Source: an optimization exercise on an open RTL-to-GDS flow (aim: small area, a short achievable clock period and few clock cycles per item). Production flows keep margins and buffers that such runs may drop. RTL that was checked went through simulation tests only; none was proved equivalent to the original.

## des_pipeline
module des_pipeline (
    input  logic                clk_i,
    input  logic                reset_i,
    input  logic                valid_i,
    input  logic                mode_i,
    input  logic [0:63]         key_i,
    input  logic [0:63]         data_i,
    output logic                accept_o,
    output logic [0:63]         data_o,
    output logic                valid_o
);
    logic               valid_s [0:16];
    logic               mode_s  [0:16];
    des_pkg::half_t     l_s     [0:16];
    des_pkg::half_t     r_s     [0:16];
    des_pkg::key56_t    cd_s    [0:16];
    des_input_stage u_input (
        .clk_i    (clk_i),
        .reset_i  (reset_i),
        .valid_i  (valid_i),
        .mode_i   (mode_i),
        .key_i    (key_i),
        .data_i   (data_i),
        .accept_o (accept_o),
        .valid_o  (valid_s[0]),
        .mode_o   (mode_s[0]),
        .l_o      (l_s[0]),
        .r_o      (r_s[0]),
        .cd_o     (cd_s[0])
    );
    for (genvar i = 1; i <= 16; i++) begin : g_round
  ...
==> module des_input_stage, before the edit <==
module des_input_stage (
    input  logic                clk_i,
    input  logic                reset_i,
    input  logic                valid_i,
    input  logic                mode_i,
    input  des_pkg::block_t     key_i,
    input  des_pkg::block_t     data_i,
    output logic                accept_o,
    output logic                valid_o,
    output logic                mode_o,
    output des_pkg::half_t      l_o,
    output des_pkg::half_t      r_o,
    output des_pkg::key56_t     cd_o
);
    des_pkg::block_t ip_data;
    des_pkg::key56_t cd0;
    assign ip_data = des_pkg::ip_perm(data_i);
    assign cd0     = des_pkg::pc1_perm(key_i);
    always_ff @(posedge clk_i or negedge reset_i) begin
        if (!reset_i) begin
            accept_o <= 1'b0;
            valid_o  <= 1'b0;
        end else begin
            accept_o <= 1'b1;
            valid_o  <= valid_i;
        end
    end
    always_ff @(posedge clk_i) begin
        mode_o <= mode_i;
        l_o    <= ip_data[0 +: 32];
        r_o    <= ip_data[32 +: 32];
        cd_o   <= (mode_i == des_pkg::DES_DECRYPT) ? cd0 : des_pkg::rot_cd(cd0, 1);
    end
endmodule
==> module des_round, before the edit <==
module des_round #(
    parameter int ROUND = 1
) (
    input  logic                clk_i,
    input  logic                reset_i,
    input  logic                valid_i,
    input  logic                mode_i,
    input  des_pkg::half_t      l_i,
    input  des_pkg::half_t      r_i,
    input  des_pkg::key56_t     cd_i,
    output logic                valid_o,
    output logic                mode_o,
    output des_pkg::half_t      l_o,
    output des_pkg::half_t      r_o,
    output des_pkg::key56_t     cd_o
);
    des_pkg::subkey_t subkey;
    des_pkg::key56_t  cd_next;
    assign subkey  = des_pkg::pc2_perm(cd_i);
    assign cd_next = (mode_i == des_pkg::DES_DECRYPT) ?
                     des_pkg::rot_cd(cd_i, des_pkg::next_rot(ROUND, 1'b1)) :
                     des_pkg::rot_cd(cd_i, des_pkg::next_rot(ROUND, 1'b0));
    always_ff @(posedge clk_i or negedge reset_i) begin
        if (!reset_i) valid_o <= 1'b0;
        else          valid_o <= valid_i;
    end
    always_ff @(posedge clk_i) begin
        mode_o <= mode_i;
        l_o    <= r_i;
        r_o    <= l_i ^ des_pkg::feistel_f(r_i, subkey);
        cd_o   <= cd_next;
    end
endmodule
clock: 4.5 ns
lec_check: 0
cap_margin: 20
core_margin: 2
core_utilization: 40
slew_margin: 20
run.sh (not shown) runs the stock make flow with config.mk's settings and CLKGATE_MAP_FILE= SYNTH_SCRIPT=/design/flow/synth_recipe.tcl, a recipe that flattens the netlist after the stock synthesis.
Testbench counts at the start, summed over its fixed seeds: cycles 2,176, items 2,048.
Rerun with:
--- a/flow/design.v
+++ b/flow/design.v
@@ -56,28 +56,27 @@
     function automatic block_t fp_perm(input block_t d);
         for (int i = 0; i < 64; i++) fp_perm[i] = d[FP_TAB[511 - 8*i -: 8] - 1];
     endfunction
     function automatic key56_t pc1_perm(input block_t key);
         for (int i = 0; i < 56; i++) pc1_perm[i] = key[PC1_TAB[447 - 8*i -: 8] - 1];
     endfunction
-    function automatic int next_rot(input int n, input logic dec);
-        int k;
-        k = dec ? 17 - n : n + 1;
-        next_rot = (k == 1 || k == 2 || k == 9 || k == 16) ? 1 : 2;
-        if (dec) next_rot = -next_rot;
-    endfunction
-    function automatic key56_t rot_cd(input key56_t cd, input int amt);
+    function automatic int enc_rot(input int n);
         int s;
-        s = (amt + 28) % 28;
-        for (int i = 0; i < 28; i++) begin
-            rot_cd[i]      = cd[(i + s) % 28];
-            rot_cd[28 + i] = cd[28 + (i + s) % 28];
-        end
+        s = 0;
+        for (int i = 1; i <= n; i++) s = s + ((i == 1 || i == 2 || i == 9 || i == 16) ? 1 : 2);
+        enc_rot = s % 28;
     endfunction
-    function automatic subkey_t pc2_perm(input key56_t cd);
-        for (int i = 0; i < 48; i++) pc2_perm[i] = cd[PC2_TAB[383 - 8*i -: 8] - 1];
+    function automatic subkey_t subkey(input key56_t cd, input int n);
+        int rot;
+        int src;
+        rot = enc_rot(n);
+        for (int i = 0; i < 48; i++) begin
+            src = PC2_TAB[383 - 8*i -: 8] - 1;
+            if (src < 28) subkey[i] = cd[(src + rot) % 28];
+            else          subkey[i] = cd[28 + (src - 28 + rot) % 28];
+        end
     endfunction
     function automatic subkey_t e_expand(input half_t r);
         for (int i = 0; i < 8; i++) begin
             e_expand[6*i +: 6] = {r[(4*i + 31) % 32], r[4*i +: 4], r[(4*i + 4) % 32]};
         end
     endfunction
@@ -1986,15 +1985,13 @@
     output logic                mode_o,
     output des_pkg::half_t      l_o,
     output des_pkg::half_t      r_o,
     output des_pkg::key56_t     cd_o
 );
     des_pkg::block_t ip_data;
-    des_pkg::key56_t cd0;
     assign ip_data = des_pkg::ip_perm(data_i);
-    assign cd0     = des_pkg::pc1_perm(key_i);
     always_ff @(posedge clk_i or negedge reset_i) begin
         if (!reset_i) begin
             accept_o <= 1'b0;
             valid_o  <= 1'b0;
         end else begin
             accept_o <= 1'b1;
@@ -2002,13 +1999,13 @@
         end
     end
     always_ff @(posedge clk_i) begin
         mode_o <= mode_i;
         l_o    <= ip_data[0 +: 32];
         r_o    <= ip_data[32 +: 32];
-        cd_o   <= (mode_i == des_pkg::DES_DECRYPT) ? cd0 : des_pkg::rot_cd(cd0, 1);
+        cd_o   <= des_pkg::pc1_perm(key_i);
     end
 endmodule
 `timescale 1ns/1ps
 module des_round #(
     parameter int ROUND = 1
 ) (
@@ -2022,27 +2019,27 @@
     output logic                valid_o,
     output logic                mode_o,
     output des_pkg::half_t      l_o,
     output des_pkg::half_t      r_o,
     output des_pkg::key56_t     cd_o
 );
+    des_pkg::subkey_t enc_key;
+    des_pkg::subkey_t dec_key;
     des_pkg::subkey_t subkey;
-    des_pkg::key56_t  cd_next;
-    assign subkey  = des_pkg::pc2_perm(cd_i);
-    assign cd_next = (mode_i == des_pkg::DES_DECRYPT) ?
-                     des_pkg::rot_cd(cd_i, des_pkg::next_rot(ROUND, 1'b1)) :
-                     des_pkg::rot_cd(cd_i, des_pkg::next_rot(ROUND, 1'b0));
+    assign enc_key = des_pkg::subkey(cd_i, ROUND);
+    assign dec_key = des_pkg::subkey(cd_i, 17 - ROUND);
+    assign subkey  = (mode_i == des_pkg::DES_DECRYPT) ? dec_key : enc_key;
     always_ff @(posedge clk_i or negedge reset_i) begin
         if (!reset_i) valid_o <= 1'b0;
         else          valid_o <= valid_i;
     end
     always_ff @(posedge clk_i) begin
         mode_o <= mode_i;
         l_o    <= r_i;
         r_o    <= l_i ^ des_pkg::feistel_f(r_i, subkey);
-        cd_o   <= cd_next;
+        cd_o   <= cd_i;
     end
 endmodule
 `timescale 1ns/1ps
 module des_output_stage (
     input  logic             valid_i,
     input  des_pkg::half_t   l_i,
=>
- The changed run passed the timing, design-rule and antenna checks
- die area rises by 1.2%
- worst hold slack loses 0.020 ns
- cell count rises by 1.5%
- count of clock-buffer cells in the layout falls by 19
- global-route usage rises by 0.45 points
- register-to-register slack loses 0.26 ns
- utilization hardly moves
- routed wire length rises by 2.3%
Only the layout flow was run in the second run of this note; the RTL was not checked for function there.

==> static timing again, ports no longer ideal <==
The results above use ideal ports. As a check the final layouts listed here were re-extracted and re-timed, cells and wires unchanged. Step 1 (the two cells are an assumption about what drives the block):
set clk [get_ports {clk_i}]
set_driving_cell -lib_cell sky130_fd_sc_hd__clkbuf_16 $clk
set_driving_cell -lib_cell sky130_fd_sc_hd__buf_2 [delete_from_list [all_inputs] $clk]
Step 2 adds t to the input delays and takes it off the output delays; t is the mean of the earliest and latest rising clock arrival at the registers after step 1. Input paths then give back, and output paths get back, about the clock's delay inside the block. Three values: no drivers, after step 1, after step 2; two values: the first two.
| run | shift t [ns] | setup slack, ns | worst hold slack (ns) | cell pins on the clock port's net |
|---|---|---|---|---|
| the first run | 0.992 | 1.045 / 1.045 / 1.045 | 0.346 / 0.341 / 0.346 | 1 |
| the second run | 1.015 | 0.782 / 0.782 / 0.782 | 0.326 / 0.312 / 0.326 | 1 |
After both steps setup and hold are still met in every run listed.
